Source: an optimization exercise on an open RTL-to-GDS flow (aim: small area). Production flows keep margins and buffers that such runs may drop.
Where RTL was checked, it was by simulation tests only, not by an equivalence proof against the original.
No functional check of the RTL was part of runs 2 and 3.
No activity file was given, so power comes from the tool's default toggle rates.

<file path="flow/config.mk">
export PLATFORM = sky130hd
export DESIGN_NAME = dma_csr
export DESIGN_NICKNAME = dma_csr
export VERILOG_FILES = /design/flow/design.v
export SDC_FILE = /design/flow/constraint.sdc
export NUM_CORES = 4
export LEC_CHECK = 0
export CAP_MARGIN = 20
export CORE_MARGIN = 2
export CORE_UTILIZATION = 40
export CTS_BUF_LIST = sky130_fd_sc_hd__clkbuf_4
export SLEW_MARGIN = 20
</file>
<file path="flow/constraint.sdc">
create_clock -name core_clock -period 6.5 [get_ports {clk}]
set_input_delay 1.3000 -clock core_clock [delete_from_list [all_inputs] [get_ports {clk}]]
set_output_delay 1.3000 -clock core_clock [all_outputs]
set_load 0.01 [all_outputs]
</file>
<file path="flow/design.v">
`timescale 1ns/1ps
package dma_csr_pkg;
    typedef logic [31:0] csr_word_t;
    typedef logic [3:0]  csr_index_t;
    typedef logic [15:0] dw_len_t;       
    typedef logic [2:0]  tlp_tc_t;
    typedef logic [20:0] cpld_size_t;    
    typedef struct packed {
        logic      psel;
        logic      penable;
        logic      pwrite;
        csr_word_t paddr;
        csr_word_t pwdata;
    } apb_req_t;
    typedef struct packed {
        csr_word_t prdata;
        logic      pready;
        logic      pslverr;
    } apb_rsp_t;
    typedef struct packed {
        logic       valid;
        logic       write;
        csr_index_t index;
        csr_word_t  wdata;
    } csr_access_t;
    typedef struct packed {
        csr_word_t  addr;
        dw_len_t    len;
        tlp_tc_t    tc;
        logic       en_64b;
        logic [7:0] up_addr;
        csr_word_t  count;      
        logic       start;
        logic       int_dis;
    } dma_desc_t;
    typedef struct packed {
        dma_desc_t wr;
        dma_desc_t rd;
    } dma_ctrl_t;
    typedef struct packed {
        csr_word_t  wr_cycles;
        csr_word_t  rd_cycles;
        cpld_size_t cpld_size;
        logic       rd_done;
    } perf_status_t;
endpackage
`timescale 1ns/1ps
module dma_csr (
    input  logic        clk,
    input  logic        rst_n,
    input  logic        psel,
    input  logic        penable,
    input  logic        pwrite,
    input  logic [31:0] paddr,
    input  logic [31:0] pwdata,
    output logic [31:0] prdata,
    output logic        pready,
    output logic        pslverr,
    input  logic        mwr_done_i,
    input  logic [20:0] cpld_data_size_i,
    output logic [31:0] wr_addr_o,
    output logic [15:0] wr_len_o,
    output logic [2:0]  wr_tc_o,
    output logic        wr_64b_o,
    output logic [7:0]  wr_up_addr_o,
    output logic [31:0] wr_count_o,
    output logic        wr_start_o,
    output logic        wr_int_dis_o,
    output logic [31:0] rd_addr_o,
    output logic [15:0] rd_len_o,
    output logic [2:0]  rd_tc_o,
    output logic        rd_64b_o,
    output logic [7:0]  rd_up_addr_o,
    output logic [31:0] rd_count_o,
    output logic        rd_start_o,
    output logic        rd_int_dis_o,
    output logic        init_rst_o,
    output logic        mrd_done_o
);
    logic       pready_q;
    logic [3:0] idx_q;           
    logic       commit;          
    logic [15:0] we;
    always_ff @(posedge clk) begin
        pready_q <= rst_n & psel & penable & ~pready_q;
        idx_q    <= paddr[5:2];
    end
    assign pready  = pready_q;
    assign pslverr = pready_q & idx_q[3] & (idx_q[2] | (idx_q[1] & idx_q[0]));
    assign commit  = pready_q & pwrite;
    always_comb begin
        we = '0;
        we[idx_q] = commit;
    end
    logic init_rst_q;
    logic clr;                   
    assign clr = ~rst_n | init_rst_q;
    logic [31:0] wdata_g;
    logic [15:0] ld;
    assign wdata_g = pwdata & {32{rst_n}};
    assign ld      = we | {16{~rst_n}};
    always_ff @(posedge clk) begin
        if (ld[0]) init_rst_q <= wdata_g[0];
        if (ld[1]) begin
            wr_int_dis_o <= wdata_g[7];
            rd_int_dis_o <= wdata_g[23];
        end
        if (ld[2]) wr_addr_o <= wdata_g;
        if (ld[3]) begin
            wr_len_o     <= wdata_g[15:0];
            wr_tc_o      <= wdata_g[18:16];
            wr_64b_o     <= wdata_g[19];
            wr_up_addr_o <= wdata_g[31:24];
        end
        if (ld[4]) wr_count_o <= wdata_g;
        if (ld[5]) rd_addr_o <= wdata_g;
        if (ld[6]) begin
            rd_len_o     <= wdata_g[15:0];
            rd_tc_o      <= wdata_g[18:16];
            rd_64b_o     <= wdata_g[19];
            rd_up_addr_o <= wdata_g[31:24];
        end
        if (ld[7]) rd_count_o <= wdata_g;
    end
    always_ff @(posedge clk) begin
        if (clr) begin
            wr_start_o <= 1'b0;
            rd_start_o <= 1'b0;
        end else if (we[1]) begin
            wr_start_o <= pwdata[0];
            rd_start_o <= pwdata[16];
        end
    end
    assign init_rst_o = init_rst_q;
    logic [31:0] wcyc_q, rcyc_q;
    logic        winc_q, rinc_q;
    logic        rd_done_q;
    logic [31:0] wdata_c;
    assign wdata_c = pwdata & {32{~clr}};
    always_ff @(posedge clk) begin
        winc_q <= ~clr & ~we[8] & wr_start_o & ~mwr_done_i;
        rinc_q <= ~clr & ~we[9] & rd_start_o & ~rd_done_q;
        if (we[8] | clr) wcyc_q <= wdata_c;
        else             wcyc_q <= wcyc_q + {31'd0, winc_q};
        if (we[9] | clr) rcyc_q <= wdata_c;
        else             rcyc_q <= rcyc_q + {31'd0, rinc_q};
    end
    logic        eq_q, m_q;
    logic [20:0] obs_q;           
    logic [15:0] mul_l;           
    logic [20:0] mul_c;           
    logic [4:0]  mul_k;           
    logic [20:0] mul_a;           
    logic [20:0] mul_s;
    logic [15:0] acc_q;
    logic [20:0] prod_q;
    logic        s1, s2;          
    logic        prod_ld;
    assign s1    = ~penable;
    assign s2    = penable & ~pready_q;
    assign mul_l = paddr[2] ? rd_len_o : pwdata[15:0];
    assign mul_c = paddr[2] ? pwdata[20:0] : rd_count_o[20:0];
    assign mul_k = s1 ? mul_l[14:10] : s2 ? mul_l[9:5] : mul_l[4:0];
    assign mul_a = {(s1 ? (mul_c[15:0] & {16{mul_l[15]}}) : acc_q), 5'd0};
    assign mul_s = mul_a + 21'(mul_c * mul_k);
    assign prod_ld = (commit & (idx_q[3:1] == 3'b011)) | ~rst_n;
    always_ff @(posedge clk) begin
        acc_q <= mul_s[15:0];
        if (prod_ld) prod_q <= mul_s & {21{rst_n}};
    end
    always_ff @(posedge clk) begin
        eq_q <= clr | (prod_q == cpld_data_size_i);
        m_q  <= ~clr & eq_q;
        if (clr)                     rd_done_q <= 1'b0;
        else if (rd_start_o && m_q)  rd_done_q <= 1'b1;
        if (!penable) obs_q <= init_rst_q ? 21'd0 : cpld_data_size_i;
    end
    assign mrd_done_o = rd_done_q;
    logic mwr_done_s, rd_done_s;
    always_ff @(posedge clk) begin
        mwr_done_s <= mwr_done_i;
        rd_done_s  <= rd_done_q;
    end
    always_comb begin
        if (idx_q[3]) begin
            if (idx_q[1])      prdata = {11'h0, obs_q};
            else if (idx_q[0]) prdata = rcyc_q;
            else               prdata = wcyc_q;
        end else begin
            case (idx_q[2:0])
                3'd0: prdata = {8'h14, 4'h0, 4'h2, 8'h16, 7'h0, init_rst_q};
                3'd1: prdata = {7'h0, rd_done_s, rd_int_dis_o, 6'h0, rd_start_o,
                                7'h0, mwr_done_s, wr_int_dis_o, 6'h0, wr_start_o};
                3'd2: prdata = wr_addr_o;
                3'd3: prdata = {wr_up_addr_o, 4'h0, wr_64b_o, wr_tc_o, wr_len_o};
                3'd4: prdata = wr_count_o;
                3'd5: prdata = rd_addr_o;
                3'd6: prdata = {rd_up_addr_o, 4'h0, rd_64b_o, rd_tc_o, rd_len_o};
                3'd7: prdata = rd_count_o;
            endcase
        end
    end
endmodule
</file>
<file path="flow/flow/run.sh">
#!/bin/bash
# Standard ORFS layout (the standard.sh), with the port buffers made of
# the smallest buffer cell instead of the default choice.
set -euo pipefail
export BUFFER_PORTS_ARGS="-buffer_cell sky130_fd_sc_hd__buf_1"
bash standard.sh > standard_flow.log 2>&1
</file>
<file path="flow/standard.sh">
#!/bin/bash
# synth_recipe.tcl (not shown) runs the flow's synth.tcl, then flattens the netlist and writes it again
# the make line also repeats each setting of config.mk as NAME=value (left out here)
make -C /OpenROAD-flow-scripts/flow DESIGN_CONFIG=/design/flow/config.mk WORK_HOME=/design/flow/orfs CLKGATE_MAP_FILE= SYNTH_SCRIPT=/design/flow/synth_recipe.tcl "${@:-finish}"
</file>
==> run_results.csv, run 1 <==
group,metric,value,unit
outcome,run_status,"complete, no violations",
clocking,cts_tree,"yes",
clocking,cts_setup_buffers,0,
layout,fill_cells,4028,
global_routing,grt_use_met2,44.6,%
yosys,yosys.area.top_type,"edfxtp_1",
layout,final_common_cell,"buf_1",
global_routing,antenna_found_initial,4,
worst_setup_path,crit_path_end,"prod_q[19]",
sta,fin_crit_sh,91.2,%
floorplanning,num_io_pins,315,
worst_setup_path,r2r_cells,15,
clocking,cts.repair.resized,0,
pwr,ir_worst_vdd,0.670,mV
sta,fin_crit,5.93,ns
drt,wl_per_cell,25.5,um
layout,drive_above_1_share,17.0,%
sta,hold_violations,0,
sta,timing.hold.ws,0.395,ns
clocking,clock_latency,0.81,ns
worst_setup_path,r2r_setup_slack,0.98,ns
worst_setup_path,cp-start-kind,"input port",
drt,first_pass_iters,12,
sta,worstMarginPinSlew,1.29,ns
worst_setup_path,path_cells,"clkbuf_2 -> buf_12 -> mux4_2 -> o21ai_0 -> buf_4 -> inv_1 -> nand2_1 -> fa_1 -> fa_1 -> fa_1 -> inv_1 -> fa_1 -> a21o_1 -> a21oi_1 -> nor2b_1 -> o41a_1 -> a31o_2 -> a311oi_1 -> mux2i_1",
yosys,synthArstFlopShare,0,%
clocking,clkTransAtPathRegs,0.06,ns
clocking,cts_root_buf,"clkbuf_4",
floorplanning,die_w,213,um
global_routing,top_usage_layer,"met2",
global_routing,grt_use_met3,6.85,%
flow_run,cap_violations,0,
yosys,netlist_area,17400,um2
sta,skew,0.0581,ns
clocking,cts_max_level,3,
yosys,ys_warn_count,1,
sta,rsz0062_at_grt,"no",
worst_setup_path,criticalPathCategory,"in -> reg",
drt,ant_nets,0,
layout,utilization,48.9,%
drt,num_vias,14400,
yosys,synth_top_area_share,39.5,%
place,finalWeightedCongestion,0.972,
floorplanning,initial_core_util,40.5,%
worst_hold_path,hold_path_depth,0,
place,hpwl,50.0,mm
drt,routed_via_density,5.57,
clocking,postCtsHoldBufs,0,
layout,seqCellArea,8760,um2
worst_setup_path,timing.rr.start,"rd_len_o[7]",
worst_setup_path,crit_cells,19,
global_routing,grt_max_degree,44,
yosys,ys_ff_latch,323,
worst_setup_path,crit_start,"paddr[2]",
yosys,ys.flop_type,"edfxtp_1",
worst_setup_path,cp-end-kind,"flop",
global_routing,grt_pass1_wl,94.6,mm
worst_setup_path,crit_slowest_cell,"fa_1",
worst_setup_path,cpLargestDelayFamily,"adder cells",
pwr,leakagePower,0.00829,uW
clocking,ctsLongestPathBuffers,3,
sta,fmax,0.169,GHz
yosys,syn-num-nets,1716,
layout,finalNetCount,2122,
worst_setup_path,max_stage_delay,0.63,ns
worst_setup_path,critical_path_peak_fanout,8,
place,port_buffers,286,
layout,multi_input_area,8050,um2
global_routing,grt_use_total,29.2,%
floorplanning,rows,76,
layout,area_delta_synth_final,20.6,%
yosys,synthTopCellsByArea,"edfxtp_1 (39%), dfxtp_1 (11%), fa_1 (7.5%)",
global_routing,grt_use_met1,38.5,%
drt,drc,0,
clocking,clock-sinks,323,
place,dp.cells,2425,
sta,finalSetupViolations,0,
yosys,synth_edf_count,229,
sta,relSlewSlack,13.5,%
global_routing,grt-ovfl-total,0,
floorplanning,fp.dieH,213,um
pwr,p_per_area,333,nW/um2
layout,fin_cells,2591,
yosys,syn_inst,1526,
yosys,yosysSeqAreaShare,50.3,%
worst_setup_path,r2r-end,"prod_q[19]",
floorplanning,coreArea,43000,um2
yosys,synth_cell_types,67,
worst_setup_path,cp.required,7.01,ns
floorplanning,dieArea,45200,um2
drt,wl,65.9,mm
drt,initialDrtViolationCount,1711,
worst_hold_path,min-delay-path-class,"reg -> reg",
clocking,cts_buffers,90,
worst_setup_path,worstPathArrival,6.44,ns
worst_setup_path,cpMostUsedCell,"fa_1",
layout,final_cell_mix,"buf_1 (284), edfxtp_1 (229), clkbuf_4 (140), nor2_1 (136), nand2_1 (113)",
yosys,synth.avg_cell_area,11.4,um2
global_routing,grt_pass1_vias,14100,
worst_setup_path,critPathBufInv,5,
sta,slew_viol_final,0,
[Yosys cell counts (3+ instances only)]
cell       number
a22oi_1        17
inv_1          94
or3_1           3
nor2b_1        31
a211oi_1       39
edfxtp_1      229
buf_1           7
fa_1           65
a22o_1          8
a221oi_1        7
buf_2          10
o21a_1          3
and2_1         43
nand2b_1        9
a21oi_1        53
o21ai_0        32
and4_1         11
a2111oi_0       4
or2_2           5
dfxtp_1        94
and3_1         13
o41ai_1         3
ha_1           34
nor3_1          8
a222oi_1       30
xnor2_1        38
nor4_1          3
o211ai_1        4
xor2_1         66
clkbuf_1       63
nand3_1        31
mux2i_1        67
nand4_1        16
nand2_1       113
a21o_1         15
mux2_2         54
o22ai_1        34
nor2_1        136
[per-layer routing]
metal | part of all wire, % | wire [um]
met5 | 0.015 | 10
met4 | 5.6 | 3680
met3 | 9.3 | 6100
met2 | 44 | 29300
met1 | 41 | 26800
[stage by stage]
step                      setup WS [ns]  TNS (ns)  total power (uW)  instance area [um2]
after floorplan                  0.0127         0              4060                17400
after global placement           -0.124    -0.415              5060                19800
after detailed placement         -0.128    -0.359              5090                19800
after CTS                         0.611         0              7020                21000
after global routing              0.404         0              7410                21000
final                             0.572         0              6990                21000
[layout make-up]
class	instances	share of cell area, %
Antenna cell	2	0.0238
Clock buffer	140	5.00
Clock inverter	24	0.631
Inverter	96	1.72
Multi-Input combinational cell	1025	38.3
Sequential cell	323	41.7
Tap cell	585	3.49
Timing Repair Buffer	396	9.11
[cells by family (layout without fill, tap and decap cells)]
logic type      Yosys count  count (layout)  share of synthesized area (%)
compound gates          264             264                           10.6
xor+xnor                105             105                           5.36
fa+ha+maj                99              99                           9.91
buf+inv                 178             656                           3.97
flops                   323             323                           50.3
mux                     126             126                           7.96
other cells               0               2                              0
simple gates            431             431                           11.9
[worst reg2reg max path, stage by stage, from the launching register on]
cell and delay, ns:
edfxtp_1 0.46, mux4_1 0.63, mux2i_2 0.25, or2_2 0.16, fa_1 0.44, fa_1 0.52
fa_1 0.63, inv_1 0.10, fa_1 0.44, a21o_1 0.19, a21oi_1 0.18, nor2b_1 0.09
o41a_1 0.37, a31o_2 0.28, a311oi_1 0.39, mux2i_1 0.13
[where the power goes]
part | internal, uW | switching (uW)
registers | 2450 | 122
clock network | 1020 | 906
logic | 1090 | 1400
total | 4570 | 2430
[state kept, by name, indices dropped and copies added, names as in the netlist, 3 cells and up]
signal,cells
acc_q,16
idx_q,4
obs_q,21
prod_q,21
rcyc_q,32
rd_addr_o,32
rd_count_o,32
rd_len_o,16
rd_tc_o,3
rd_up_addr_o,8
wcyc_q,32
wr_addr_o,32
wr_count_o,32
wr_len_o,16
wr_tc_o,3
wr_up_addr_o,8
[worst min path at each step]
stage	start	endpoint	slack (ns)
floorplan	rd_done_q	rd_done_s	0.40
global placement	rd_done_q	rd_done_s	0.38
detailed placement	rd_done_q	rd_done_s	0.39
CTS	rd_done_q	rd_done_s	0.39
global route	rd_done_q	rd_done_s	0.41
finish	rd_done_q	rd_done_s	0.39
==> inputs of run 2 (changes only) <==
--- a/flow/design.v
+++ b/flow/design.v
@@ -133,43 +133,29 @@
     end
     assign init_rst_o = init_rst_q;
     logic [31:0] wcyc_q, rcyc_q;
-    logic        winc_q, rinc_q;
+    logic        wclr_q, winc_q, rclr_q, rinc_q;
     logic        rd_done_q;
-    logic [31:0] wdata_c;
-    assign wdata_c = pwdata & {32{~clr}};
+    logic        wload, rload;
+    assign wload = we[8] & ~clr;
+    assign rload = we[9] & ~clr;
     always_ff @(posedge clk) begin
+        wclr_q <= clr;
         winc_q <= ~clr & ~we[8] & wr_start_o & ~mwr_done_i;
+        rclr_q <= clr;
         rinc_q <= ~clr & ~we[9] & rd_start_o & ~rd_done_q;
-        if (we[8] | clr) wcyc_q <= wdata_c;
+        if (wload)       wcyc_q <= pwdata;
+        else if (wclr_q) wcyc_q <= '0;
         else             wcyc_q <= wcyc_q + {31'd0, winc_q};
-        if (we[9] | clr) rcyc_q <= wdata_c;
+        if (rload)       rcyc_q <= pwdata;
+        else if (rclr_q) rcyc_q <= '0;
         else             rcyc_q <= rcyc_q + {31'd0, rinc_q};
     end
+    logic [20:0] expect_w;
     logic        eq_q, m_q;
     logic [20:0] obs_q;           
-    logic [15:0] mul_l;           
-    logic [20:0] mul_c;           
-    logic [4:0]  mul_k;           
-    logic [20:0] mul_a;           
-    logic [20:0] mul_s;
-    logic [15:0] acc_q;
-    logic [20:0] prod_q;
-    logic        s1, s2;          
-    logic        prod_ld;
-    assign s1    = ~penable;
-    assign s2    = penable & ~pready_q;
-    assign mul_l = paddr[2] ? rd_len_o : pwdata[15:0];
-    assign mul_c = paddr[2] ? pwdata[20:0] : rd_count_o[20:0];
-    assign mul_k = s1 ? mul_l[14:10] : s2 ? mul_l[9:5] : mul_l[4:0];
-    assign mul_a = {(s1 ? (mul_c[15:0] & {16{mul_l[15]}}) : acc_q), 5'd0};
-    assign mul_s = mul_a + 21'(mul_c * mul_k);
-    assign prod_ld = (commit & (idx_q[3:1] == 3'b011)) | ~rst_n;
+    assign expect_w = 21'(rd_len_o * rd_count_o[20:0]);
     always_ff @(posedge clk) begin
-        acc_q <= mul_s[15:0];
-        if (prod_ld) prod_q <= mul_s & {21{rst_n}};
-    end
-    always_ff @(posedge clk) begin
-        eq_q <= clr | (prod_q == cpld_data_size_i);
+        eq_q <= clr | (expect_w == cpld_data_size_i);
         m_q  <= ~clr & eq_q;
         if (clr)                     rd_done_q <= 1'b0;
         else if (rd_start_o && m_q)  rd_done_q <= 1'b1;
==> flow/run.sh (new file) <==
#!/bin/bash
# synth_recipe.tcl (not shown) runs the flow's synth.tcl, then flattens the netlist and writes it again
# the make line also repeats each setting of config.mk as NAME=value (left out here)
make -C /OpenROAD-flow-scripts/flow DESIGN_CONFIG=/design/flow/config.mk WORK_HOME=/design/flow/orfs CLKGATE_MAP_FILE= SYNTH_SCRIPT=/design/flow/synth_recipe.tcl finish
--- a/flow/config.mk
+++ b/flow/config.mk
@@ -8,5 +8,4 @@
 export CAP_MARGIN = 20
 export CORE_MARGIN = 2
 export CORE_UTILIZATION = 40
-export CTS_BUF_LIST = sky130_fd_sc_hd__clkbuf_4
 export SLEW_MARGIN = 20
removed: flow/flow/run.sh
removed: flow/standard.sh
==> run_results.csv, run 2 <==
group,metric,value,unit
yosys,synth_edf_count,208,
clocking,cts_max_level,1,
floorplanning,num_io_pins,315,
pwr,seqPwrFrac,32.2,%
worst_hold_path,min-delay-start,"eq_q",
sta,worstMarginPinSlew,1.10,ns
sta,rsz0062_at_grt,"no",
worst_setup_path,r2r_cells,17,
yosys,synth_common_cells,"nand2_1 (261), edfxtp_1 (208), inv_1 (161)",
yosys,netlist_area,18800,um2
drt,wl_per_cell,25.2,um
sta,finalSetupViolations,0,
sta,relSlewSlack,26.5,%
clocking,cts_buffers,30,
pwr,p_per_area,278,nW/um2
pwr,sw_frac_of_total,37.0,%
layout,final_cell_mix,"clkdlybuf4s50_1 (286), nand2_1 (261), edfxtp_1 (208), inv_1 (161), fa_1 (150)",
worst_setup_path,crit_slowest_cell,"fa_1",
worst_setup_path,timing.rr.start,"rd_count_o[6]",
global_routing,grt_max_degree,49,
floorplanning,rows,79,
sta,final.setup.tns,0,ns
worst_setup_path,criticalPathCategory,"reg -> reg",
clocking,clock-sinks,287,
layout,finalNetCount,2356,
worst_setup_path,r2r-end,"eq_q",
pwr,clockPowerShare,24.2,%
worst_setup_path,critical_path_peak_fanout,8,
yosys,synth.avg_cell_area,10.8,um2
yosys,synthArstFlopShare,0,%
floorplanning,initial_core_util,40.5,%
yosys,yosysMostFrequentCell,"nand2_1",
pwr,power,6620,uW
worst_setup_path,max_stage_delay,0.61,ns
pwr,power.internal,4170,uW
floorplanning,coreArea,46600,um2
sta,skew,0.0235,ns
drt,num_vias,14700,
pwr,switchingPower,2450,uW
floorplanning,fp.dieH,221,um
yosys,yosysSeqAreaShare,41.6,%
sta,fmax,0.162,GHz
global_routing,grt_pass1_vias,15300,
layout,fill_cells,4146,
worst_hold_path,min_to,"m_q",
worst_hold_path,hold_path_depth,1,
global_routing,grt_use_total,27.4,%
worst_setup_path,cp.required,6.97,ns
floorplanning,dieArea,48800,um2
yosys,ys_ff_latch,287,
layout,final_common_cell,"clkdlybuf4s50_1",
yosys,syn-num-nets,2051,
pwr,power_frac_comb,43.5,%
yosys,synth_cell_types,61,
clocking,ctsLongestPathBuffers,3,
drt,initialDrtViolationCount,1167,
sta,slew_viol_final,0,
drt,ant_nets,0,
worst_setup_path,path_cells,"nand2_1 -> fa_1 -> fa_1 -> fa_1 -> fa_1 -> fa_1 -> fa_1 -> inv_1 -> ha_1 -> a21o_1 -> a21o_1 -> a21o_1 -> a21oi_2 -> mux4_2 -> nor3_2 -> nand3_1 -> o41ai_2",
layout,area_delta_synth_final,26.2,%
clocking,cts_root_buf,"clkbuf_16",
place,port_buffers,286,
drt,wl,67.7,mm
global_routing,grt-ovfl-total,0,
flow_run,cap_violations,0,
yosys,yosys.area.top_type,"edfxtp_1",
sta,fin_crit,6.19,ns
place,hpwl,51.3,mm
clocking,clock_latency,0.60,ns
place,dp.cells,2606,
clocking,clkTransAtPathRegs,0.06,ns
worst_setup_path,r2r_setup_slack,0.31,ns
layout,fin_cells,2684,
pwr,leakagePower,0.00909,uW
global_routing,grt_pass1_wl,99.7,mm
worst_setup_path,cp-start-kind,"flop",
sta,hold_violations,0,
floorplanning,die_w,221,um
drt,first_pass_iters,7,
outcome,run_status,"complete, no violations",
drt,drc,0,
yosys,ys_warn_count,1,
layout,drive_above_1_share,9.25,%
drt,routed_via_density,5.46,
worst_hold_path,min-delay-path-class,"reg -> reg",
worst_setup_path,cpMostUsedCell,"fa_1",
sta,fin_crit_sh,95.2,%
worst_setup_path,cp-end-kind,"flop",
place,finalWeightedCongestion,0.944,
clocking,cts_tree,"yes",
yosys,ys.flop_type,"edfxtp_1",
yosys,synth_top_area_share,33.2,%
yosys,synthTopCellsByArea,"edfxtp_1 (33%), fa_1 (16%), dfxtp_1 (8.4%)",
pwr,ir_worst_vdd,0.224,mV
worst_setup_path,worstPathArrival,6.66,ns
yosys,syn_inst,1747,
global_routing,antenna_found_initial,3,
-- run 2: cell types whose count changed after synthesis, sizes merged, moves of 24 or more --
| cell | previous run | this run |
|---|---|---|
| mux2i | 69 | 37 |
| ha | 34 | 63 |
| inv | 94 | 162 |
| nor2 | 137 | 48 |
| xnor2 | 38 | 62 |
| a211oi | 39 | 2 |
| o31ai | 1 | 31 |
| o21ai | 33 | 63 |
| and2 | 43 | 121 |
| fa | 65 | 150 |
| nand2 | 113 | 261 |
-- run 2: cell families (layout without fill, tap and decap cells) --
group                    after synthesis  after routing  share of synthesized area, %
buffers and inverters                259            588                          5.23
XOR/XNOR                             121            121                          5.63
AND/OR/NAND/NOR                      546            546                          14.3
flip-flops                           287            287                          41.6
other                                  0              1                             0
adder cells (fa/ha/maj)              213            213                          20.1
AO/OA/AOI/OAI                        246            246                          8.89
multiplexers                          75             75                          4.30
-- run 2: power by group through the flow --
stage               clock, uW  sequential, uW  combinational, uW
detailed placement          0            2180               2870
finish                   1600            2130               2880
floorplan                   0            2170               1920
global placement            0            2180               2840
CTS                      1620            2140               2890
global route             1690            2140               3220
-- run 2: area by class of cell --
class                      count  area, um2  share of cell area (%)
antenna                        1       2.50                  0.0105
clock buffer                  39        795                    3.34
clock inverter                17        104                   0.437
inverter                     163        612                    2.57
multi-input combinational   1201      10100                    42.6
sequential                   287       7830                    32.9
tap                          607        759                    3.20
timing repair buffer         369       3550                    14.9
-- run 2: worst max-delay path by stage --
stage                       start   end  slack [ns]
detailed placement  rd_count_o[1]  eq_q        0.15
floorplan             rd_len_o[3]  eq_q        0.30
finish              rd_count_o[6]  eq_q        0.31
global route          rd_len_o[1]  eq_q        0.03
global placement    rd_count_o[5]  eq_q        0.17
CTS                 rd_count_o[1]  eq_q         0.1
-- run 2: what timing repair did --
action	4_1_cts	5_1_grt
resized for setup	0	0
setup endpoints to repair	0	1
hold buffers	0	0
setup buffers	0	21
-- run 2: worst max-delay path: cells and delay by family, from the launching register on --
family	cells	cell delay, ns
DFF	1	0.53
adders and majority gates	7	3.47
muxes	1	0.52
AOI/OAI and AO/OA	5	1.03
buffers and inverters	1	0.05
and+or+nand+nor	3	0.45
-- run 2: through the flow --
| step | hold slack [ns] | setup WS [ns] | util [%] | area (um2) |
|---|---|---|---|---|
| floorplan | 0.405 | 0.304 | - | 18800 |
| global placement | 0.466 | 0.169 | 48.7 | 22700 |
| detailed placement | 0.446 | 0.151 | 48.7 | 22700 |
| CTS | 0.482 | 0.0956 | 50.6 | 23600 |
| global route | 0.495 | 0.0254 | 51.0 | 23800 |
| finish | 0.478 | 0.311 | 51.0 | 23800 |
-- run 2: metal layers --
layer	GRT usage (%)	up-vias	part of all wire [%]
met5	0	-	0.034
met4	11.5	4	4.6
met3	7.58	128	9.3
met2	46.1	666	48
met1	32.9	7329	38
li1	-	6537	-
==> inputs of run 3 (changes only) <==
--- a/flow/design.v
+++ b/flow/design.v
@@ -97,7 +97,10 @@
     assign clr = ~rst_n | init_rst_q;
     logic [31:0] wdata_g;
     logic [15:0] ld;
-    assign wdata_g = pwdata & {32{rst_n}};
+    logic zfirst_q;
+    always_ff @(posedge clk)
+        zfirst_q <= rst_n & we[0] & pwdata[0] & ~init_rst_q;
+    assign wdata_g = pwdata & {32{rst_n & ~zfirst_q}};
     assign ld      = we | {16{~rst_n}};
     always_ff @(posedge clk) begin
         if (ld[0]) init_rst_q <= wdata_g[0];
@@ -133,29 +136,58 @@
     end
     assign init_rst_o = init_rst_q;
     logic [31:0] wcyc_q, rcyc_q;
-    logic        wclr_q, winc_q, rclr_q, rinc_q;
+    logic        winc_q, rinc_q;
     logic        rd_done_q;
-    logic        wload, rload;
-    assign wload = we[8] & ~clr;
-    assign rload = we[9] & ~clr;
-    always_ff @(posedge clk) begin
-        wclr_q <= clr;
+    logic        wsel, rsel;
+    assign wsel = (we[8] & ~init_rst_q) | ~rst_n | zfirst_q;
+    assign rsel = (we[9] & ~init_rst_q) | ~rst_n | zfirst_q;
+    always_ff @(posedge clk) begin
         winc_q <= ~clr & ~we[8] & wr_start_o & ~mwr_done_i;
-        rclr_q <= clr;
         rinc_q <= ~clr & ~we[9] & rd_start_o & ~rd_done_q;
-        if (wload)       wcyc_q <= pwdata;
-        else if (wclr_q) wcyc_q <= '0;
-        else             wcyc_q <= wcyc_q + {31'd0, winc_q};
-        if (rload)       rcyc_q <= pwdata;
-        else if (rclr_q) rcyc_q <= '0;
-        else             rcyc_q <= rcyc_q + {31'd0, rinc_q};
-    end
-    logic [20:0] expect_w;
+        if (wsel) wcyc_q <= wdata_g;
+        else      wcyc_q <= wcyc_q + {31'd0, winc_q};
+        if (rsel) rcyc_q <= wdata_g;
+        else      rcyc_q <= rcyc_q + {31'd0, rinc_q};
+    end
     logic        eq_q, m_q;
     logic [20:0] obs_q;           
-    assign expect_w = 21'(rd_len_o * rd_count_o[20:0]);
-    always_ff @(posedge clk) begin
-        eq_q <= clr | (expect_w == cpld_data_size_i);
+    logic [15:0] mul_l;           
+    logic [20:0] mul_c;           
+    logic [4:0]  mul_k;           
+    logic [20:0] mul_a;           
+    logic [20:0] mul_s;
+    logic [15:0] acc_q;
+    logic [20:0] prod_q;
+    logic        s1, s2;          
+    logic        prod_ld;
+    assign s1    = ~penable;
+    assign s2    = penable & ~pready_q;
+    assign mul_l = paddr[2] ? rd_len_o : pwdata[15:0];
+    assign mul_c = paddr[2] ? pwdata[20:0] : rd_count_o[20:0];
+    assign mul_k = s1 ? mul_l[14:10] : s2 ? mul_l[9:5] : mul_l[4:0];
+    assign mul_a = {(s1 ? (mul_c[15:0] & {16{mul_l[15]}}) : acc_q), 5'd0};
+    function automatic [21:0] booth_row(input [2:0] b, input [20:0] c);
+        logic       one, two, neg;
+        logic [20:0] m;
+        one = b[0] ^ b[1];
+        two = (b[2] & ~b[1] & ~b[0]) | (~b[2] & b[1] & b[0]);
+        neg = b[2] & ~(b[1] & b[0]);
+        m   = ({21{one}} & c) | ({21{two}} & {c[19:0], 1'b0});
+        booth_row = {neg, m ^ {21{neg}}};
+    endfunction
+    logic [21:0] row0, row1, row2;
+    assign row0  = booth_row({mul_k[1:0], 1'b0}, mul_c);
+    assign row1  = booth_row(mul_k[3:1], mul_c);
+    assign row2  = booth_row({1'b0, mul_k[4:3]}, mul_c);
+    assign mul_s = mul_a + row0[20:0] + {row1[18:0], 2'b0} + {row2[16:0], 4'b0}
+                 + {19'd0, row0[21]} + {17'd0, row1[21], 2'b0};
+    assign prod_ld = (commit & (idx_q[3:1] == 3'b011)) | ~rst_n;
+    always_ff @(posedge clk) begin
+        acc_q <= mul_s[15:0];
+        if (prod_ld) prod_q <= mul_s & {21{rst_n}};
+    end
+    always_ff @(posedge clk) begin
+        eq_q <= clr | (prod_q == cpld_data_size_i);
         m_q  <= ~clr & eq_q;
         if (clr)                     rd_done_q <= 1'b0;
         else if (rd_start_o && m_q)  rd_done_q <= 1'b1;
==> flow/flow/run.sh (new file) <==
#!/bin/bash
# The standard ORFS layout (standard.sh) with two changes:
#  * synthesis maps the logic with an area-oriented ABC script (flow/synth.tcl
#    is synth_recipe.tcl with the abc call's -script swapped for
#    flow/abc_area.script and its delay target dropped);
#  * the port buffers use the smallest buffer cell.
set -euo pipefail
here=$(pwd)
export MY_ABC_SCRIPT=$here/flow/abc_area.script
export MY_ABC_NOD=1
export BUFFER_PORTS_ARGS="-buffer_cell sky130_fd_sc_hd__buf_1"
sed "s#SYNTH_SCRIPT=[^ ]*#SYNTH_SCRIPT=$here/flow/synth.tcl#" standard.sh > own_standard.sh
bash own_standard.sh > standard_flow.log 2>&1
==> flow/flow/abc_area.script (new file) <==
strash; dc2; balance; rewrite; refactor; balance; rewrite; rewrite -z; balance; refactor -z; rewrite -z; balance; &get -n; &dch -f; &nf; &put
==> flow/flow/synth.tcl (new file) <==
proc synth {args} { yosys synth -nofsm -noshare {*}$args }
if {[info exists ::env(MY_ABC_SCRIPT)]} {
  proc abc {args} {
    set i [lsearch -exact $args -script]
    if {$i >= 0} { set args [lreplace $args $i [expr {$i+1}] -script $::env(MY_ABC_SCRIPT)] }
    if {[info exists ::env(MY_ABC_NOD)]} {
      set j [lsearch -exact $args -D]
      if {$j >= 0} { set args [lreplace $args $j [expr {$j+1}]] }
    }
    puts "MY_ABC: $args"
    yosys abc {*}$args
  }
}
source $::env(SCRIPTS_DIR)/synth.tcl
# left out here: clear keep_hierarchy, flatten, clean up, hide names made inside functions, write 1_2_yosys.v
==> flow/standard.sh (new file) <==
#!/bin/bash
# synth_recipe.tcl (not shown) runs the flow's synth.tcl, then flattens the netlist and writes it again
# the make line also repeats each setting of config.mk as NAME=value (left out here)
make -C /OpenROAD-flow-scripts/flow DESIGN_CONFIG=/design/flow/config.mk WORK_HOME=/design/flow/orfs CLKGATE_MAP_FILE= SYNTH_SCRIPT=/design/flow/synth_recipe.tcl "${@:-finish}"
--- a/flow/config.mk
+++ b/flow/config.mk
@@ -8,4 +8,8 @@
 export CAP_MARGIN = 20
 export CORE_MARGIN = 2
 export CORE_UTILIZATION = 40
+export CTS_BUF_LIST = sky130_fd_sc_hd__clkbuf_16
+export CTS_CLUSTER_DIAMETER = 80
+export CTS_CLUSTER_SIZE = 24
+export GPL_TIMING_DRIVEN = 0
 export SLEW_MARGIN = 20
removed: flow/run.sh
==> run_results.csv, run 3 <==
group,metric,value,unit
floorplanning,die_w,203,um
sta,rsz0062_at_grt,"yes",
global_routing,grt_pass1_wl,83.3,mm
drt,routed_via_density,6.00,
worst_setup_path,criticalPathCategory,"in -> reg",
yosys,synth_cell_types,50,
yosys,ys.flop_type,"edfxtp_1",
worst_hold_path,min-delay-path-class,"reg -> reg",
sta,finalSetupViolations,2,
clocking,clock_latency,0.54,ns
layout,area_delta_synth_final,24.3,%
drt,first_pass_iters,6,
worst_setup_path,r2r_setup_slack,0.06,ns
place,hpwl,41.6,mm
sta,fin_crit_sh,103,%
worst_setup_path,worstPathArrival,6.98,ns
clocking,cts_root_buf,"clkbuf_16",
floorplanning,fp.dieH,203,um
worst_setup_path,cpMostUsedCell,"o21a_1",
layout,final_cell_mix,"buf_1 (283), edfxtp_1 (229), a21oi_1 (117), clkinv_1 (111), dfxtp_1 (93)",
worst_setup_path,r2r-end,"prod_q[19]",
worst_hold_path,min-delay-start,"eq_q",
clocking,cts_buffers,20,
place,dp.cells,2181,
floorplanning,coreArea,38900,um2
sta,final.setup.tns,-0.194,ns
yosys,ys_ff_latch,324,
clocking,cts_max_level,1,
sta,fin_crit,6.68,ns
yosys,syn_inst,1350,
sta,slew_viol_final,0,
worst_setup_path,max_stage_delay,0.61,ns
drt,drc,0,
yosys,yosysSeqAreaShare,55.3,%
yosys,synthTopCellsByArea,"edfxtp_1 (43%), dfxtp_1 (12%), a21oi_1 (4.0%)",
floorplanning,num_io_pins,315,
yosys,synthArstFlopShare,0,%
layout,drive_above_1_share,10.1,%
worst_setup_path,cp.required,6.80,ns
sta,worstMarginPinSlew,0.989,ns
pwr,power,6670,uW
clocking,clkTransAtPathRegs,0.10,ns
drt,initialDrtViolationCount,1285,
place,finalWeightedCongestion,0.882,
floorplanning,dieArea,41300,um2
place,port_buffers,286,
worst_setup_path,r2r_cells,28,
global_routing,grt_max_degree,36,
global_routing,grt_pass1_vias,13000,
pwr,seqPwrFrac,38.8,%
yosys,yosysMostFrequentCell,"edfxtp_1",
clocking,clock-sinks,324,
drt,ant_nets,0,
yosys,ys_warn_count,1,
layout,fin_cells,2264,
drt,wl_per_cell,25.6,um
global_routing,grt-ovfl-total,0,
outcome,run_status,"complete, but fails checks",
place,placed_area,18500,um2
layout,finalNetCount,1887,
worst_setup_path,cp-end-kind,"flop",
drt,wl,57.9,mm
worst_setup_path,critical_path_peak_fanout,6,
flow_run,cap_violations,0,
sta,setup_ws,-0.183,ns
floorplanning,initial_core_util,40.8,%
yosys,synth_edf_count,229,
yosys,netlist_area,15900,um2
layout,fill_cells,3516,
sta,fmax,0.150,GHz
yosys,syn-num-nets,1506,
yosys,synth_top_area_share,43.4,%
sta,hold_violations,0,
clocking,cts_tree,"yes",
sta,relSlewSlack,34.0,%
pwr,sw_frac_of_total,35.4,%
pwr,power_frac_comb,40.1,%
pwr,clockPowerShare,21.0,%
sta,skew,0.0229,ns
pwr,p_per_area,338,nW/um2
worst_setup_path,cp-start-kind,"input port",
layout,final_common_cell,"buf_1",
global_routing,grt_use_total,27.1,%
drt,num_vias,13600,
pwr,ir_worst_vdd,0.235,mV
worst_setup_path,crit_slowest_cell,"mux4_2",
worst_setup_path,timing.rr.start,"pready_q",
yosys,synth_common_cells,"edfxtp_1 (229), a21oi_1 (128), clkinv_1 (118)",
yosys,yosys.area.top_type,"edfxtp_1",
pwr,power.internal,4310,uW
outcome,violatedChecks,"setup timing",
clocking,ctsLongestPathBuffers,3,
global_routing,antenna_found_initial,2,
yosys,synth.avg_cell_area,11.7,um2
pwr,leakagePower,0.00695,uW
layout,utilization,50.6,%
pwr,switchingPower,2360,uW
worst_hold_path,hold_path_depth,2,
floorplanning,rows,72,
worst_hold_path,min_to,"m_q",
layout,finalInstanceArea,19700,um2
-- run 3: how the worst max path moves through the flow --
stage / slack [ns] / cells past startpoint / startpoint / endpoint
6_report: -0.18 / 30 / paddr[2] / prod_q[19]
2_1_floorplan: -0.69 / 27 / paddr[2] / prod_q[19]
3_5_place_dp: -2.25 / 29 / paddr[2] / prod_q[19]
5_1_grt: -0.37 / 30 / paddr[2] / prod_q[19]
3_3_place_gp: -3.59 / 28 / paddr[2] / prod_q[19]
4_1_cts: -0.18 / 30 / paddr[2] / prod_q[19]
-- run 3: kinds of logic (layout without fill, tap and decap cells) --
kind of cell / after synthesis / in the layout / share of synthesized area (%)
other: 0 / 1 / 0
buffers and inverters: 118 / 511 / 2.79
AOI/OAI and AO/OA: 463 / 465 / 19.7
and+or+nand+nor: 282 / 282 / 9.22
adders and majority gates: 65 / 65 / 6.59
muxes: 48 / 48 / 3.62
xor gates and xnor gates: 50 / 50 / 2.76
DFF: 324 / 324 / 55.3
-- run 3: final cells by class --
class                   count  area, um2  area share, %
clock buffers              21        526           2.67
repair inverters            1       5.00         0.0254
flip-flops and latches    324       8780           44.5
inverters                 118        463           2.35
diodes                      1       2.50         0.0127
well taps                 518        648           3.29
repair buffers            356       2080           10.5
multi-input cells         910       7060           35.8
clock inverters            15        148          0.749
-- run 3: critical path, delay by kind of cell --
kind | cells | cell delay, ns
AOI/OAI and AO/OA | 17 | 2.91
adders and majority gates | 3 | 1.29
muxes | 1 | 0.61
buffers and inverters | 5 | 0.45
and+or+nand+nor | 3 | 0.32
xor gates and xnor gates | 1 | 0.10
-- run 3: per-layer routing --
metal  global-route usage, %  part of all wire (%)  up-vias
li1                        -                     -     6031
met2                    46.5                    49      685
met1                    35.2                    40     6755
met5                       0                 0.024        -
met4                    8.92                   3.4        2
met3                    4.03                   7.5      118
-- run 3: timing repair --
item                       CTS  global route
gates cloned                 4             0
buffers inserted            30            12
gates resized for setup     21            17
hold buffers                 0             0
setup endpoints to repair   19             3
pin swaps                   15            14
-- run 3: power groups by stage --
stage / Combinational [uW] / Clock [uW] / Sequential, uW
3_3_place_gp: 2260 / 0 / 2650
5_1_grt: 2960 / 1470 / 2610
6_report: 2680 / 1400 / 2590
3_5_place_dp: 2320 / 0 / 2630
4_1_cts: 2520 / 1420 / 2590
2_1_floorplan: 1630 / 0 / 2630
-- run 3: through the flow --
stage / setup WS [ns] / hold WS, ns
2_1_floorplan: -0.695 / 0.388
3_3_place_gp: -3.59 / 0.405
3_5_place_dp: -2.25 / 0.405
4_1_cts: -0.178 / 0.413
5_1_grt: -0.365 / 0.443
6_report: -0.183 / 0.406
==> inputs of run 4 (changes only) <==
--- a/flow/design.v
+++ b/flow/design.v
@@ -44,6 +44,41 @@
         logic       rd_done;
     } perf_status_t;
 endpackage
+`timescale 1ns/1ps
+module dma_csr_mac (
+    input  logic [15:0] len_i,
+    input  logic [20:0] count_i,
+    input  logic [20:0] wdata_i,
+    input  logic        swap_i,      
+    input  logic        s1_i,        
+    input  logic        s2_i,        
+    input  logic [15:0] acc_i,
+    output logic [20:0] sum_o
+);
+    logic [15:0] mul_l;           
+    logic [20:0] mul_c;           
+    logic [4:0]  mul_k;           
+    logic [20:0] mul_a;           
+    logic [21:0] row0, row1, row2;
+    function automatic [21:0] booth_row(input [2:0] b, input [20:0] c);
+        logic       one, two, neg;
+        logic [20:0] m;
+        one = b[0] ^ b[1];
+        two = (b[2] & ~b[1] & ~b[0]) | (~b[2] & b[1] & b[0]);
+        neg = b[2] & ~(b[1] & b[0]);
+        m   = ({21{one}} & c) | ({21{two}} & {c[19:0], 1'b0});
+        booth_row = {neg, m ^ {21{neg}}};
+    endfunction
+    assign mul_l = swap_i ? len_i : wdata_i[15:0];
+    assign mul_c = swap_i ? wdata_i : count_i;
+    assign mul_k = s1_i ? mul_l[14:10] : s2_i ? mul_l[9:5] : mul_l[4:0];
+    assign mul_a = {(s1_i ? (mul_c[15:0] & {16{mul_l[15]}}) : acc_i), 5'd0};
+    assign row0  = booth_row({mul_k[1:0], 1'b0}, mul_c);
+    assign row1  = booth_row(mul_k[3:1], mul_c);
+    assign row2  = booth_row({1'b0, mul_k[4:3]}, mul_c);
+    assign sum_o = mul_a + row0[20:0] + {row1[18:0], 2'b0} + {row2[16:0], 4'b0}
+                 + {19'd0, row0[21]} + {17'd0, row1[21], 2'b0};
+endmodule
 `timescale 1ns/1ps
 module dma_csr (
     input  logic        clk,
@@ -151,43 +186,35 @@
     end
     logic        eq_q, m_q;
     logic [20:0] obs_q;           
-    logic [15:0] mul_l;           
-    logic [20:0] mul_c;           
-    logic [4:0]  mul_k;           
-    logic [20:0] mul_a;           
     logic [20:0] mul_s;
     logic [15:0] acc_q;
     logic [20:0] prod_q;
     logic        s1, s2;          
+    logic        s2_q;
     logic        prod_ld;
-    assign s1    = ~penable;
-    assign s2    = penable & ~pready_q;
-    assign mul_l = paddr[2] ? rd_len_o : pwdata[15:0];
-    assign mul_c = paddr[2] ? pwdata[20:0] : rd_count_o[20:0];
-    assign mul_k = s1 ? mul_l[14:10] : s2 ? mul_l[9:5] : mul_l[4:0];
-    assign mul_a = {(s1 ? (mul_c[15:0] & {16{mul_l[15]}}) : acc_q), 5'd0};
-    function automatic [21:0] booth_row(input [2:0] b, input [20:0] c);
-        logic       one, two, neg;
-        logic [20:0] m;
-        one = b[0] ^ b[1];
-        two = (b[2] & ~b[1] & ~b[0]) | (~b[2] & b[1] & b[0]);
-        neg = b[2] & ~(b[1] & b[0]);
-        m   = ({21{one}} & c) | ({21{two}} & {c[19:0], 1'b0});
-        booth_row = {neg, m ^ {21{neg}}};
-    endfunction
-    logic [21:0] row0, row1, row2;
-    assign row0  = booth_row({mul_k[1:0], 1'b0}, mul_c);
-    assign row1  = booth_row(mul_k[3:1], mul_c);
-    assign row2  = booth_row({1'b0, mul_k[4:3]}, mul_c);
-    assign mul_s = mul_a + row0[20:0] + {row1[18:0], 2'b0} + {row2[16:0], 4'b0}
-                 + {19'd0, row0[21]} + {17'd0, row1[21], 2'b0};
-    assign prod_ld = (commit & (idx_q[3:1] == 3'b011)) | ~rst_n;
+    logic        prod_zero_q;     
+    always_ff @(posedge clk)
+        s2_q <= rst_n & psel & ~penable;
+    assign s1    = ~s2_q & ~pready_q;
+    assign s2    = s2_q;
+    dma_csr_mac u_mac (
+        .len_i   (rd_len_o),
+        .count_i (rd_count_o[20:0]),
+        .wdata_i (pwdata[20:0]),
+        .swap_i  (paddr[2]),
+        .s1_i    (s1),
+        .s2_i    (s2),
+        .acc_i   (acc_q),
+        .sum_o   (mul_s)
+    );
+    assign prod_ld = commit & (idx_q[3:1] == 3'b011);
     always_ff @(posedge clk) begin
         acc_q <= mul_s[15:0];
-        if (prod_ld) prod_q <= mul_s & {21{rst_n}};
-    end
-    always_ff @(posedge clk) begin
-        eq_q <= clr | (prod_q == cpld_data_size_i);
+        if (prod_ld) prod_q <= mul_s;
+        prod_zero_q <= ~rst_n | (prod_zero_q & ~prod_ld);
+    end
+    always_ff @(posedge clk) begin
+        eq_q <= clr | ((prod_q & {21{~prod_zero_q}}) == cpld_data_size_i);
         m_q  <= ~clr & eq_q;
         if (clr)                     rd_done_q <= 1'b0;
         else if (rd_start_o && m_q)  rd_done_q <= 1'b1;
==> flow/flow/run.sh (replaced) <==
#!/bin/bash
# The standard ORFS layout (standard.sh) with these changes:
#  * synthesis keeps the multiply-step module dma_csr_mac apart until
#    technology mapping, maps it with ORFS's own (speed) ABC script and the
#    rest of the design with an area-oriented one (flow/abc_area.script,
#    no delay target); flow/synth.tcl is synth_recipe.tcl with that abc
#    call wrapped, and flattens and renames as synth_recipe.tcl does;
#  * the port buffers use the smallest buffer cell.
set -euo pipefail
here=$(pwd)
export MY_ABC_SCRIPT=$here/flow/abc_area.script
export MY_ABC_NOD=1
export MY_ABC_SPEED_MODULES=dma_csr_mac
export SYNTH_KEEP_MODULES=dma_csr_mac
export BUFFER_PORTS_ARGS="-buffer_cell sky130_fd_sc_hd__buf_1"
sed "s#SYNTH_SCRIPT=[^ ]*#SYNTH_SCRIPT=$here/flow/synth.tcl#" standard.sh > own_standard.sh
bash own_standard.sh > standard_flow.log 2>&1
==> flow/flow/synth.tcl (replaced) <==
proc synth {args} { yosys synth -nofsm -noshare {*}$args }
if {[info exists ::env(MY_ABC_SCRIPT)]} {
  proc abc {args} {
    set orig $args
    set i [lsearch -exact $args -script]
    if {$i >= 0} { set args [lreplace $args $i [expr {$i+1}] -script $::env(MY_ABC_SCRIPT)] }
    if {[info exists ::env(MY_ABC_NOD)]} {
      set j [lsearch -exact $args -D]
      if {$j >= 0} { set args [lreplace $args $j [expr {$j+1}]] }
    }
    if {[info exists ::env(MY_ABC_SPEED_MODULES)]} {
      puts "MY_ABC speed: $orig $::env(MY_ABC_SPEED_MODULES)"
      yosys abc {*}$orig {*}$::env(MY_ABC_SPEED_MODULES)
      puts "MY_ABC area: $args $::env(DESIGN_NAME)"
      yosys abc {*}$args $::env(DESIGN_NAME)
    } else {
      puts "MY_ABC: $args"
      yosys abc {*}$args
    }
  }
}
source $::env(SCRIPTS_DIR)/synth.tcl
# left out here: clear keep_hierarchy, flatten, clean up, hide names made inside functions, write 1_2_yosys.v
==> flow/config.mk (replaced) <==
export PLATFORM = sky130hd
export DESIGN_NAME = dma_csr
export DESIGN_NICKNAME = dma_csr
export VERILOG_FILES = /design/flow/design.v
export SDC_FILE = /design/flow/constraint.sdc
export NUM_CORES = 4
export LEC_CHECK = 0
export CAP_MARGIN = 0
export CORE_MARGIN = 2
export CORE_UTILIZATION = 65
export CTS_BUF_LIST = sky130_fd_sc_hd__clkbuf_16
export CTS_CLUSTER_DIAMETER = 90
export CTS_CLUSTER_SIZE = 28
export GPL_TIMING_DRIVEN = 0
export SLEW_MARGIN = 0
==> run_results.csv, run 4 <==
group,metric,value,unit
outcome,run_status,"complete, no violations",
worst_hold_path,min-delay-path-class,"reg -> reg",
clocking,postCtsHoldBufs,0,
sta,worstMarginPinSlew,1.33,ns
drt,wl_per_cell,26.4,um
layout,finalNetCount,1890,
yosys,synth_top_area_share,42.0,%
floorplanning,initial_core_util,65.6,%
drt,dr_wl_met3,6.20,mm
drt,num_vias,14400,
global_routing,antenna_found_initial,1,
worst_setup_path,worstPathArrival,6.57,ns
yosys,yosysMostFrequentCell,"edfxtp_1",
yosys,netlist_area,16400,um2
pwr,power_frac_comb,40.1,%
place,port_buffers,286,
pwr,power.internal,3930,uW
worst_setup_path,max_stage_delay,0.57,ns
floorplanning,coreArea,25000,um2
global_routing,grt_pass1_wl,79.4,mm
yosys,yosysSeqAreaShare,53.8,%
pwr,switchingPower,2290,uW
clocking,cts_max_level,1,
pwr,seqPwrFrac,41.3,%
pwr,ir_worst_vdd,0.536,mV
yosys,synthArstFlopShare,0,%
yosys,synthTopCellsByArea,"edfxtp_1 (42%), dfxtp_1 (12%), fa_1 (3.8%)",
pwr,clockPowerShare,18.7,%
worst_setup_path,criticalPathCategory,"in -> reg",
drt,drc,0,
worst_setup_path,cp-start-kind,"input port",
global_routing,grt-ovfl-total,0,
worst_setup_path,path_cells,"buf_4 -> buf_12 -> mux4_2 -> mux2_2 -> buf_4 -> ha_1 -> buf_4 -> clkbuf_8 -> nand2_1 -> o21ai_1 -> xor2_1 -> fa_1 -> fa_1 -> ha_1 -> a2111o_1 -> o2111a_1 -> o311a_1 -> o31a_1 -> o31a_1",
yosys,synth_edf_count,229,
drt,m1WireLength,19.8,mm
yosys,synth_cell_types,68,
layout,final_cell_mix,"buf_1 (285), edfxtp_1 (229), nand2_1 (127), a21oi_1 (101), dfxtp_1 (96)",
drt,initialDrtViolationCount,2637,
floorplanning,rows,58,
sta,finalSetupViolations,0,
yosys,synth.avg_cell_area,11.5,um2
yosys,yosys.area.top_type,"edfxtp_1",
place,dp.cells,2047,
place,dpl_worst_slack,-1.69,ns
worst_setup_path,cpMostUsedCell,"buf_4",
drt,wl,54.9,mm
worst_setup_path,cpLargestDelayFamily,"compound AO/OA/AOI/OAI gates",
layout,area_delta_synth_final,15.0,%
worst_setup_path,cp-end-kind,"flop",
floorplanning,dieArea,26500,um2
yosys,ys_ff_latch,326,
clocking,cts_root_buf,"clkbuf_16",
sta,skew,0.0390,ns
yosys,syn_inst,1419,
pwr,power,6220,uW
global_routing,grt_pass1_vias,13300,
drt,topRoutingLayerUsed,"met4",
drt,ant_nets,0,
pwr,leakagePower,0.00677,uW
drt,met2WireLength,26.3,mm
clocking,cts_buffers,16,
yosys,ys_warn_count,2,
drt,routed_via_density,6.94,
sta,rsz0062_at_grt,"yes",
layout,fill_cells,1755,
floorplanning,num_io_pins,315,
sta,fmax,0.158,GHz
place,finalWeightedCongestion,1.00,
layout,final_common_cell,"buf_1",
clocking,clock-sinks,326,
layout,drive_above_1_share,6.08,%
sta,relSlewSlack,11.1,%
global_routing,grt_use_total,40.3,%
global_routing,grt_max_degree,43,
yosys,syn-num-nets,1575,
flow_run,cap_violations,0,
pwr,p_per_area,330,nW/um2
sta,setup_ws,0.174,ns
yosys,synth_common_cells,"edfxtp_1 (229), nand2_1 (127), a21oi_1 (101)",
sta,hold_violations,0,
drt,first_pass_iters,8,
worst_setup_path,cp.required,6.75,ns
yosys,ys.flop_type,"edfxtp_1",
clocking,cts_tree,"yes",
sta,final.setup.tns,0,ns
floorplanning,die_w,163,um
sta,slew_viol_final,0,
worst_setup_path,critical_path_peak_fanout,20,
place,hpwl,40.4,mm
worst_setup_path,critPathBufInv,5,
clocking,ctsLongestPathBuffers,3,
floorplanning,fp.dieH,163,um
pwr,sw_frac_of_total,36.8,%
sta,fin_crit_sh,97.3,%
sta,fin_crit,6.33,ns
layout,fin_cells,2075,
sta,timing.hold.ws,0.417,ns
worst_setup_path,crit_slowest_cell,"fa_1",
clocking,clock_latency,0.53,ns
clocking,clkTransAtPathRegs,0.11,ns
==> run 4: Yosys stat by module, one instance, submodules excluded <==
module | flip-flops and latches | times used | cell area, um2 | cells inside
dma_csr_mac | 0 | 1 | 3450 | 436
dma_csr | 326 | 1 | 12900 | 983
==> run 4: cell families after synthesis <==
logic type                 synth area share [%]
adders and majority gates                  6.39
muxes                                      5.49
DFF                                        53.8
buffers and inverters                      2.33
xor gates and xnor gates                   3.70
AOI/OAI and AO/OA                          17.8
and+or+nand+nor                            10.5
==> run 4: final cells by class <==
class                   instances  area (um2)  area share (%)
plain buffers                  26         169           0.897
repair buffers                299        1330            7.08
well taps                     330         413            2.19
multi-input cells             995        7320            38.9
diodes                          1        2.50          0.0133
clock buffers                  17         425            2.26
inverters                      70         267            1.42
clock inverters                11        80.1           0.425
flip-flops and latches        326        8820            46.8
==> run 4: final timing paths <==
path                                 from          to  slack (ns)  depth (start not counted)
worst min register to register  rd_done_q   rd_done_s        0.42                          0
worst min-delay path            rd_done_q   rd_done_s        0.42                          0
worst max-delay path             paddr[2]  prod_q[16]        0.17                         19
worst max register to register   pready_q  prod_q[16]        0.46                         18
==> run 4: what timing repair did <==
item                                    4_1_cts  5_1_grt
pin swaps                                     1        0
gates resized for setup                      19       12
setup buffers                                 1        0
endpoints found under the setup margin       38        7
==> run 4: routing by layer <==
metal  up-vias  GRT usage [%]
met5         -              0
met4         0           17.5
met3       174           6.75
met2      1094           66.6
met1      6990           52.9
li1       6141              -
==> run 4: power by group through the flow <==
stage          clock [uW]  combinational [uW]  sequential, uW
2_1_floorplan           0                1610            2620
3_3_place_gp            0                2320            2610
3_5_place_dp            0                2410            2610
4_1_cts              1160                2430            2560
5_1_grt              1240                2710            2580
6_report             1160                2490            2570
==> run 4: through the flow <==
step | util, % | area, um2
6_report | 75.4 | 18800
5_1_grt | 75.4 | 18800
4_1_cts | 75.3 | 18800
3_5_place_dp | 73.0 | 18200
3_3_place_gp | 71.6 | 17900
2_1_floorplan | - | 16400
==> run 4: worst reg2reg max path, delay by kind of cell (launching register included) <==
kind	cells	cell delay (ns)
and+or+nand+nor	2	0.30
xor gates and xnor gates	1	0.17
DFF	1	0.41
muxes	1	0.49
AOI/OAI and AO/OA	6	1.77
adders and majority gates	4	1.65
buffers and inverters	4	0.98
==> inputs of run 5 (changes only) <==
--- a/flow/config.mk
+++ b/flow/config.mk
@@ -7,7 +7,7 @@
 export LEC_CHECK = 0
 export CAP_MARGIN = 0
 export CORE_MARGIN = 2
-export CORE_UTILIZATION = 65
+export CORE_UTILIZATION = 40
 export CTS_BUF_LIST = sky130_fd_sc_hd__clkbuf_16
 export CTS_CLUSTER_DIAMETER = 90
 export CTS_CLUSTER_SIZE = 28
==> run_results.csv, run 5 <==
group,metric,value,unit
sta,relSlewSlack,7.41,%
yosys,synth.avg_cell_area,11.5,um2
pwr,ir_worst_vdd,0.559,mV
drt,initialDrtViolationCount,1391,
drt,ant_nets,0,
yosys,synthTopCellsByArea,"edfxtp_1 (42%), dfxtp_1 (12%), fa_1 (3.8%)",
sta,fmax,0.159,GHz
floorplanning,die_w,206,um
worst_setup_path,r2r_cells,16,
yosys,syn-num-nets,1575,
yosys,yosysSeqAreaShare,53.8,%
place,port_buffers,286,
layout,fill_cells,3780,
layout,final_common_cell,"buf_1",
yosys,yosys.area.top_type,"edfxtp_1",
global_routing,grt_max_degree,43,
yosys,synth_edf_count,229,
floorplanning,rows,74,
clocking,clock_latency,0.54,ns
sta,rsz0062_at_grt,"yes",
sta,finalSetupViolations,0,
sta,skew,0.0313,ns
sta,final.setup.tns,0,ns
clocking,clock-sinks,326,
drt,dr_wl_met3,5.18,mm
floorplanning,initial_core_util,40.3,%
global_routing,grt_use_total,27.7,%
layout,final_cell_mix,"buf_1 (285), edfxtp_1 (229), nand2_1 (127), a21oi_1 (101), dfxtp_1 (96)",
worst_hold_path,hold_path_depth,0,
clocking,cts_tree,"yes",
sta,fin_crit_sh,96.8,%
yosys,netlist_area,16400,um2
sta,hold_violations,0,
global_routing,antenna_found_initial,4,
pwr,power,6310,uW
sta,worstMarginPinSlew,1.39,ns
yosys,ys.flop_type,"edfxtp_1",
global_routing,grt-ovfl-total,0,
yosys,yosysMostFrequentCell,"edfxtp_1",
drt,wl_per_cell,26.3,um
yosys,syn_inst,1419,
drt,drc,0,
clocking,clkTransAtPathRegs,0.11,ns
yosys,synth_top_area_share,42.0,%
floorplanning,dieArea,42600,um2
pwr,p_per_area,329,nW/um2
floorplanning,coreArea,40600,um2
clocking,postCtsHoldBufs,0,
sta,timing.hold.ws,0.416,ns
place,dp.cells,2251,
layout,finalNetCount,1895,
yosys,synth_cell_types,68,
pwr,leakagePower,0.00682,uW
yosys,synthArstFlopShare,0,%
yosys,ys_warn_count,2,
layout,area_delta_synth_final,17.1,%
drt,m1WireLength,24.2,mm
clocking,cts_root_buf,"clkbuf_16",
outcome,run_status,"complete, no violations",
worst_hold_path,min-delay-path-class,"reg -> reg",
layout,drive_above_1_share,6.74,%
floorplanning,num_io_pins,315,
drt,routed_via_density,6.08,
worst_setup_path,cp-end-kind,"flop",
drt,topRoutingLayerUsed,"met5",
sta,fin_crit,6.29,ns
floorplanning,fp.dieH,206,um
place,hpwl,45.5,mm
drt,first_pass_iters,6,
flow_run,cap_violations,0,
yosys,synth_common_cells,"edfxtp_1 (229), nand2_1 (127), a21oi_1 (101)",
clocking,ctsLongestPathBuffers,3,
clocking,cts_max_level,1,
worst_setup_path,cp-start-kind,"input port",
worst_setup_path,cp.required,6.77,ns
clocking,cts_buffers,17,
drt,met2WireLength,29.1,mm
yosys,ys_ff_latch,326,
sta,slew_viol_final,0,
worst_setup_path,worstPathArrival,6.57,ns
place,finalWeightedCongestion,0.918,
drt,wl,60.2,mm
worst_setup_path,criticalPathCategory,"in -> reg",
drt,num_vias,13900,
global_routing,grt_pass1_wl,86.9,mm
global_routing,grt_pass1_vias,13100,
layout,fin_cells,2286,
worst_setup_path,critical_path_peak_fanout,10,
==> run 5: path summary, 6_finish.rpt <==
path              startpoint    endpoint  slack, ns
setup / recovery    paddr[2]  prod_q[16]       0.21
hold / removal     rd_done_q   rd_done_s       0.42
setup reg to reg    pready_q  prod_q[16]       0.53
hold reg to reg    rd_done_q   rd_done_s       0.42
==> run 5: kinds of logic after synthesis <==
kind of cell	after synthesis	share of synthesized area, %
AO/OA/AOI/OAI	439	17.8
XOR/XNOR	66	3.70
adder cells (fa/ha/maj)	65	6.39
buffers and inverters	98	2.33
flip-flops	326	53.8
multiplexers	76	5.49
AND/OR/NAND/NOR	349	10.5
==> run 5: final cells by class <==
type	instances	area, um2	share of cell area (%)
antenna	4	10.0	0.0522
buffer	26	143	0.744
clock buffer	17	425	2.22
clock inverter	13	118	0.613
inverter	70	264	1.38
multi-input combinational	995	7330	38.3
sequential	326	8820	46.0
tap	532	666	3.47
timing repair buffer	303	1390	7.25
==> run 5: what timing repair did <==
action,4_1_cts,5_1_grt
endpoints found under the setup margin,46,6
buffers inserted,3,0
resized for setup,15,13
pin swaps,1,1
==> run 5: where the power goes <==
part           internal [uW]  leakage [uW]  switching (uW)
registers               2490       0.00312            91.2
logic                    958       0.00340            1520
clock network            530      0.000293             719
==> run 5: layer usage <==
| metal | up-vias | track usage [%] |
|---|---|---|
| met5 | - | 0 |
| met4 | 4 | 7.73 |
| met3 | 94 | 4.35 |
| met2 | 728 | 46.5 |
| met1 | 6940 | 37.0 |
| li1 | 6136 | - |
==> run 5: through the flow <==
stage	area, um2	setup WS [ns]	util, %
2_1_floorplan	16400	0.0208	-
3_5_place_dp	18500	-1.70	45.6
3_3_place_gp	18100	-2.82	44.6
6_report	19200	0.205	47.2
5_1_grt	19200	0.000269	47.1
4_1_cts	19100	0.0176	47.1
==> run 5: modules after synthesis, one instance, submodules excluded <==
module	times used	area (um2)
dma_csr	1	12900
dma_csr_mac	1	3450
==> run 5: critical path, stage by stage <==
cell,delay [ns]
buf_2,0.18
buf_8,0.19
mux2_1,0.38
mux2i_2,0.43
nor3_1,0.15
a31oi_4,0.36
buf_2,0.29
o21ai_1,0.11
xor2_1,0.17
fa_1,0.58
fa_1,0.43
ha_1,0.34
a2111o_1,0.45
o2111a_1,0.29
o311a_1,0.37
o31a_1,0.26
o31a_1,0.27

[port drivers added, routing unchanged]
The results above use ideal ports. As a check the final layouts listed here were re-extracted and re-timed, cells and wires unchanged.
Step 1 assumes that a clkbuf_16 drives the clock port and a buf_2 every other input.
Step 2 adds t to the input delays and takes it off the output delays; t is the mean of the earliest and latest rising clock arrival at the registers after step 1. Input paths then give back, and output paths get back, about the clock's delay inside the block.
a / b / c = ideal ports / drivers / drivers and shift; a / b = the first two.
run | t (ns) | setup WS [ns] | pins driven straight from the clock port
run 1 | 0.831 | 0.572 / 0.521 / -0.297 | 1
run 2 | 0.643 | 0.311 / 0.311 / 0.311 | 1
run 3 | 0.585 | -0.183 / -0.227 / -0.812 | 1
run 4 | 0.558 | 0.174 / 0.198 / -0.360 | 1
run 5 | 0.576 | 0.205 / 0.206 / -0.370 | 1
Met with ideal ports but missed after step 2: setup timing in run 1, run 4 and run 5. The setup slack of run 1, which loses most, moves by -0.051 ns with the drivers and by -0.869 ns with both steps.
